Context: an optimization exercise on an open-source flow, tuned for small area and a short achievable clock period. The choices shown serve that exercise and are no tape-out recipe.
In this exercise RTL edits were held to simulation tests only and were not proved equivalent to the original.
Power and IR drop assume default switching activity.

## main
## exec_core
module exec_core #(
    parameter int data_width = riscv_pkg::xlen
) (
    input  logic                  clk,
    input  logic                  arst_n,
    input  logic [31:0]           inst,
    input  logic                  inst_valid,
    output logic [data_width-1:0] result,
    output logic [4:0]            result_rd,
    output logic                  result_valid,
    output logic                  branch_taken
);
    logic [31:0] rs1_data, rs2_data, res, res_int, k, imm;
    logic        valid_q, wb_q, wb_d;
    logic [4:0]  rd_q;
    logic        rs2_en, fwd1, fwd2;
    logic        sub, sel_add, lp, lg, lui, sel_sll, sel_sr, sra;
    logic        lt_signed, sel_lt, br_eq, br_lt, br_inv;
    riscv_pkg::stage_t st_d, st_q;
    decode_ctrl decode_ctrl_inst (
        .inst       (inst),
        .inst_valid (inst_valid),
        .fwd_valid  (wb_q),
        .fwd_rd     (rd_q),
        .wb         (wb_d),
        .rs2_en     (rs2_en),
        .fwd1       (fwd1),
        .fwd2       (fwd2),
        .k          (k),
        .imm        (imm),
        .sub        (sub),
  ...
For scale: ~0.052 mm² of cells after synthesis.
==> flow/config.mk <==
export PLATFORM = sky130hd
export DESIGN_NAME = exec_core
export DESIGN_NICKNAME = exec_core
export VERILOG_FILES = /design/flow/design.v
export SDC_FILE = /design/flow/constraint.sdc
export NUM_CORES = 8
export LEC_CHECK = 0
export CAP_MARGIN = 20
export CORE_MARGIN = 2
export CORE_UTILIZATION = 40
export PLACE_DENSITY = 0.6
export SETUP_SLACK_MARGIN = 5
export SLEW_MARGIN = 20
export SYNTH_HIERARCHICAL = 1
export SYNTH_MINIMUM_KEEP_SIZE = 0
export TNS_END_PERCENT = 100
==> flow/constraint.sdc <==
create_clock -name core_clock -period 10.0 [get_ports {clk}]
set_input_delay 2.0000 -clock core_clock [delete_from_list [all_inputs] [get_ports {clk}]]
set_output_delay 2.0000 -clock core_clock [all_outputs]
set_load 0.01 [all_outputs]
standard.sh (not shown) runs the stock make flow with config.mk's settings and CLKGATE_MAP_FILE= SYNTH_SCRIPT=/design/flow/synth_recipe.tcl, a recipe that flattens the netlist after the stock synthesis.
==> flow/flow/run.sh <==
#!/bin/bash
# Own layout flow: the standard layout (standard.sh) with these changes.
#  1. DONT_USE_CELLS adds the full and half adder cells (fa, ha) and the
#     clkdlybuf4s delay buffers to the platform's list (flow/dont_use.txt
#     holds the whole list), so synthesis maps adders to plain gates and
#     port buffering and repair use ordinary buffers.
#  2. After synthesis, a22oi_2 and a21oi_2 cells (what synthesis makes of
#     the design's single-gate modules) start at size 1 (flow/swap.tcl).
#  3. Clock tree synthesis without dummy loads, with small sink clusters
#     (flow/settings.sh).
#  4. Timing repair aims at a shorter period than the design's clock
#     (setup margin from flow/settings.sh) on all endpoints.
# Everything else (synthesis script, floorplan, power grid, placement,
# routing, the clock period and constraints) is the standard flow.
# Each tool's full output goes to a log file here (flow_*.log); ORFS also
# writes each step's log under orfs/logs/.
set -euo pipefail
source flow/settings.sh
du="$(cat flow/dont_use.txt)"
vars=("DONT_USE_CELLS=$du" "CTS_ARGS=$CTS_ARGS" "SETUP_SLACK_MARGIN=$MARGIN" "TNS_END_PERCENT=$TNS")
res="orfs/results/${FLOW_PLATFORM:-sky130hd}/exec_core/base"

bash standard.sh "${vars[@]}" synth > flow_synth.log 2>&1
ODB_IN="$res/1_synth.odb" ODB_OUT="$res/1_synth.odb" SWAP="$SWAP" \
  openroad -no_init -exit flow/swap.tcl > flow_swap.log 2>&1
touch "$res/1_synth.sdc"
bash standard.sh "${vars[@]}" finish > flow_finish.log 2>&1
==> flow/flow/settings.sh <==
# Settings read by flow/run.sh
CTS_ARGS="-sink_clustering_enable -repair_clock_nets -dont_use_dummy_load -sink_clustering_size 30 -sink_clustering_max_diameter 60"
MARGIN=5.5
TNS=100
SWAP="sky130_fd_sc_hd__a22oi_2 sky130_fd_sc_hd__a22oi_1 sky130_fd_sc_hd__a21oi_2 sky130_fd_sc_hd__a21oi_1"
Other scripts of this flow, unchanged in this note and not shown: flow/flow/dont_use.txt, flow/flow/swap.tcl
Relative to main, the following input files were edited for the feature branch:
==> flow/flow/settings.sh <==
# Settings read by flow/run.sh
CTS_ARGS="-sink_clustering_enable -repair_clock_nets -dont_use_dummy_load -sink_clustering_size 20 -sink_clustering_max_diameter 50 -buf_list {sky130_fd_sc_hd__clkbuf_4 sky130_fd_sc_hd__clkbuf_8}"
MARGIN=5.5
TNS=100
SWAP="sky130_fd_sc_hd__a22oi_2 sky130_fd_sc_hd__a22oi_1 sky130_fd_sc_hd__a21oi_2 sky130_fd_sc_hd__a21oi_1"
Findings:
Summary: with main as the reference, final design instance area without fill in the feature branch moved down slightly.
As far as count of endpoints failing setup in the final report goes, the feature branch and main are indistinguishable; the numbers are identical.
Count of inserted antenna diode cells, main and the feature branch: higher on the feature branch

========
build 12:
exec_core, a different RTL version from the one above (not shown whole).
For scale: ~3,500 cells after synthesis, ~74 I/O pins.
Settings: LEC_CHECK=0, CAP_MARGIN=20, CORE_MARGIN=2, CORE_UTILIZATION=40, PLACE_DENSITY=0.6, SETUP_SLACK_MARGIN=5, SLEW_MARGIN=20, SYNTH_HIERARCHICAL=1, SYNTH_MINIMUM_KEEP_SIZE=0, TNS_END_PERCENT=100; clock period 10.0 ns.
==> flow/flow/run.sh <==
#!/bin/bash
# Own layout flow: the standard layout (standard.sh) with these changes.
#  1. DONT_USE_CELLS adds the full and half adder cells (fa, ha) and the
#     clkdlybuf4s delay buffers to the platform's list (flow/dont_use.txt
#     holds the whole list), so synthesis maps adders to plain gates and
#     port buffering and repair use ordinary buffers.
#  2. After synthesis, a22oi_2 and a21oi_2 cells (what synthesis makes of
#     the design's single-gate modules) start at size 1, and the gates of
#     the register file's read decoders and columns get drive strengths
#     that suit their loads (flow/swap.tcl, rules in flow/settings.sh).
#  3. Clock tree synthesis without dummy loads, with small sink clusters
#     (flow/settings.sh).
#  4. Timing repair aims at a shorter period than the design's clock
#     (setup margin from flow/settings.sh) on all endpoints.
# Everything else (synthesis script, floorplan, power grid, placement,
# routing, the clock period and constraints) is the standard flow.
# Each tool's full output goes to a log file here (flow_*.log); ORFS also
# writes each step's log under orfs/logs/.
set -euo pipefail
source flow/settings.sh
du="$(cat flow/dont_use.txt)"
vars=("DONT_USE_CELLS=$du" "CTS_ARGS=$CTS_ARGS" "SETUP_SLACK_MARGIN=$MARGIN" "TNS_END_PERCENT=$TNS")
res="orfs/results/${FLOW_PLATFORM:-sky130hd}/exec_core/base"

bash standard.sh "${vars[@]}" synth > flow_synth.log 2>&1
ODB_IN="$res/1_synth.odb" ODB_OUT="$res/1_synth.odb" SWAP="$SWAP" SIZE="${SIZE:-}" \
  openroad -no_init -exit flow/swap.tcl > flow_swap.log 2>&1
touch "$res/1_synth.sdc"
bash standard.sh "${vars[@]}" finish > flow_finish.log 2>&1
==> flow/flow/settings.sh <==
# Settings read by flow/run.sh
CTS_ARGS="-sink_clustering_enable -repair_clock_nets -dont_use_dummy_load -sink_clustering_size 16 -sink_clustering_max_diameter 40 -buf_list {sky130_fd_sc_hd__clkbuf_4 sky130_fd_sc_hd__clkbuf_8}"
MARGIN=5.4
TNS=100
SWAP="sky130_fd_sc_hd__a22oi_2 sky130_fd_sc_hd__a22oi_1 sky130_fd_sc_hd__a21oi_2 sky130_fd_sc_hd__a21oi_1 sky130_fd_sc_hd__nor3_2 sky130_fd_sc_hd__nor3_1 sky130_fd_sc_hd__a21boi_2 sky130_fd_sc_hd__a21boi_1"
SIZE="*_dec.g_sel*.sn d sky130_fd_sc_hd__nand3_2
*_dec.g_sel*.sn s sky130_fd_sc_hd__inv_6
*_dec.g_hi*.u.y d sky130_fd_sc_hd__nor2_2
*_dec.g_lo*.u.y d sky130_fd_sc_hd__nor3_2
*_dec.an* d sky130_fd_sc_hd__inv_2
*_dec.g_an* d sky130_fd_sc_hd__inv_2"
Other scripts of this flow, unchanged in this note and not shown: flow/flow/dont_use.txt, flow/flow/swap.tcl
Relative to build 12, the following input files were edited for build 67:
-- flow/flow/settings.sh --
<<< build 12, line 3
MARGIN=5.4
>>> build 67, line 3
MARGIN=5.5
<<< build 12, line 12
>>> build 67, line 12
SIZE="$SIZE
*_col.l2* d sky130_fd_sc_hd__nand4_2
*_col.l2* d sky130_fd_sc_hd__nand3_2
*_col.l3 d sky130_fd_sc_hd__nor3_2"
Notes after the runs:
Summary of build 67 over build 12: count of cell instances traversed by the critical path shrank by 9, final worst setup slack now larger, power share of the combinational group level, per-cell via count in the routed design fell about 2%, final cell count without fillers climbed 91. Measured against each other, build 12 and build 67 differ in total power consumption of the routed design, the higher figure coming from build 67.
The inputs of build 82 differ from those of build 67 as listed below.
-- flow/flow/settings.sh --
<<< build 67, line 12
SIZE="$SIZE
*_col.l2* d sky130_fd_sc_hd__nand4_2
*_col.l2* d sky130_fd_sc_hd__nand3_2
*_col.l3 d sky130_fd_sc_hd__nor3_2"
>>> build 82, line 12
Findings:
- From build 67 to build 82 the numbers moved as follows: share of the final layout cell area in sequential cells has increased; logic gate share of total power increased by 0.2 points relative to the old numbers; synthesized area decreased by about 2.7% relative to the old numbers; well-tap cell count fell 80; maximum frequency shows a reduction of about 2.3%.
- Die size: build 82 is under build 67
- Between build 82 and build 67, the difference in power is negligible.
- The worst hold margin of build 82 and that of build 67 are within noise of each other.
- Sort build 82 and build 67 by sum of routed wire length over all layers asc -> top: build 67
#### Input delta (build 42 over build 82)
-- flow/flow/settings.sh --
<<< build 82, line 2
CTS_ARGS="-sink_clustering_enable -repair_clock_nets -dont_use_dummy_load -sink_clustering_size 16 -sink_clustering_max_diameter 40 -buf_list {sky130_fd_sc_hd__clkbuf_4 sky130_fd_sc_hd__clkbuf_8}"
>>> build 42, line 2
CTS_ARGS="-sink_clustering_enable -repair_clock_nets -dont_use_dummy_load -sink_clustering_size 20 -sink_clustering_max_diameter 50 -buf_list {sky130_fd_sc_hd__clkbuf_4 sky130_fd_sc_hd__clkbuf_8}"
## What came out
On build 42: fraction of power consumed by combinational cells is 0.2 points higher than what build 82 gave. Build 42 vs. build 82: non-clock buffer share of cell area moved up; fraction of power consumed by sequential logic moved up; fraction of area in registers moved up.

==> port drivers added, routing unchanged <==
In the flow no input, the clock included, has a driving cell. The finished layouts below were timed again as built, in two steps.
Step 1 assumes that a clkbuf_16 drives the clock port and a buf_2 every other input.
Step 2 adds t to the input delays and takes it off the output delays; t is the mean of the earliest and latest rising clock arrival at the registers after step 1. Input paths then give back, and output paths get back, about the clock's delay inside the block.
a / b / c = ideal ports / drivers / drivers and shift; a / b = the first two.
| run | shift t [ns] | setup WS [ns] | cell pins on the clock port's net |
|---|---|---|---|
| main | 0.786 | 5.426 / 5.452 / 4.683 | 1 |
| the feature branch | 0.891 | 5.434 / 5.450 / 4.591 | 1 |
| build 12 | 0.932 | 5.266 / 5.307 / 4.375 | 1 |
| build 67 | 0.941 | 5.472 / 5.398 / 4.590 | 1 |
| build 82 | 0.963 | 5.366 / 5.412 / 4.449 | 1 |
| build 42 | 0.910 | 5.394 / 5.402 / 4.492 | 1 |
After both steps setup and hold are still met in every run listed. For build 82, which loses most, drivers alone change the setup slack by +0.046 ns; drivers and shift together by -0.917 ns.
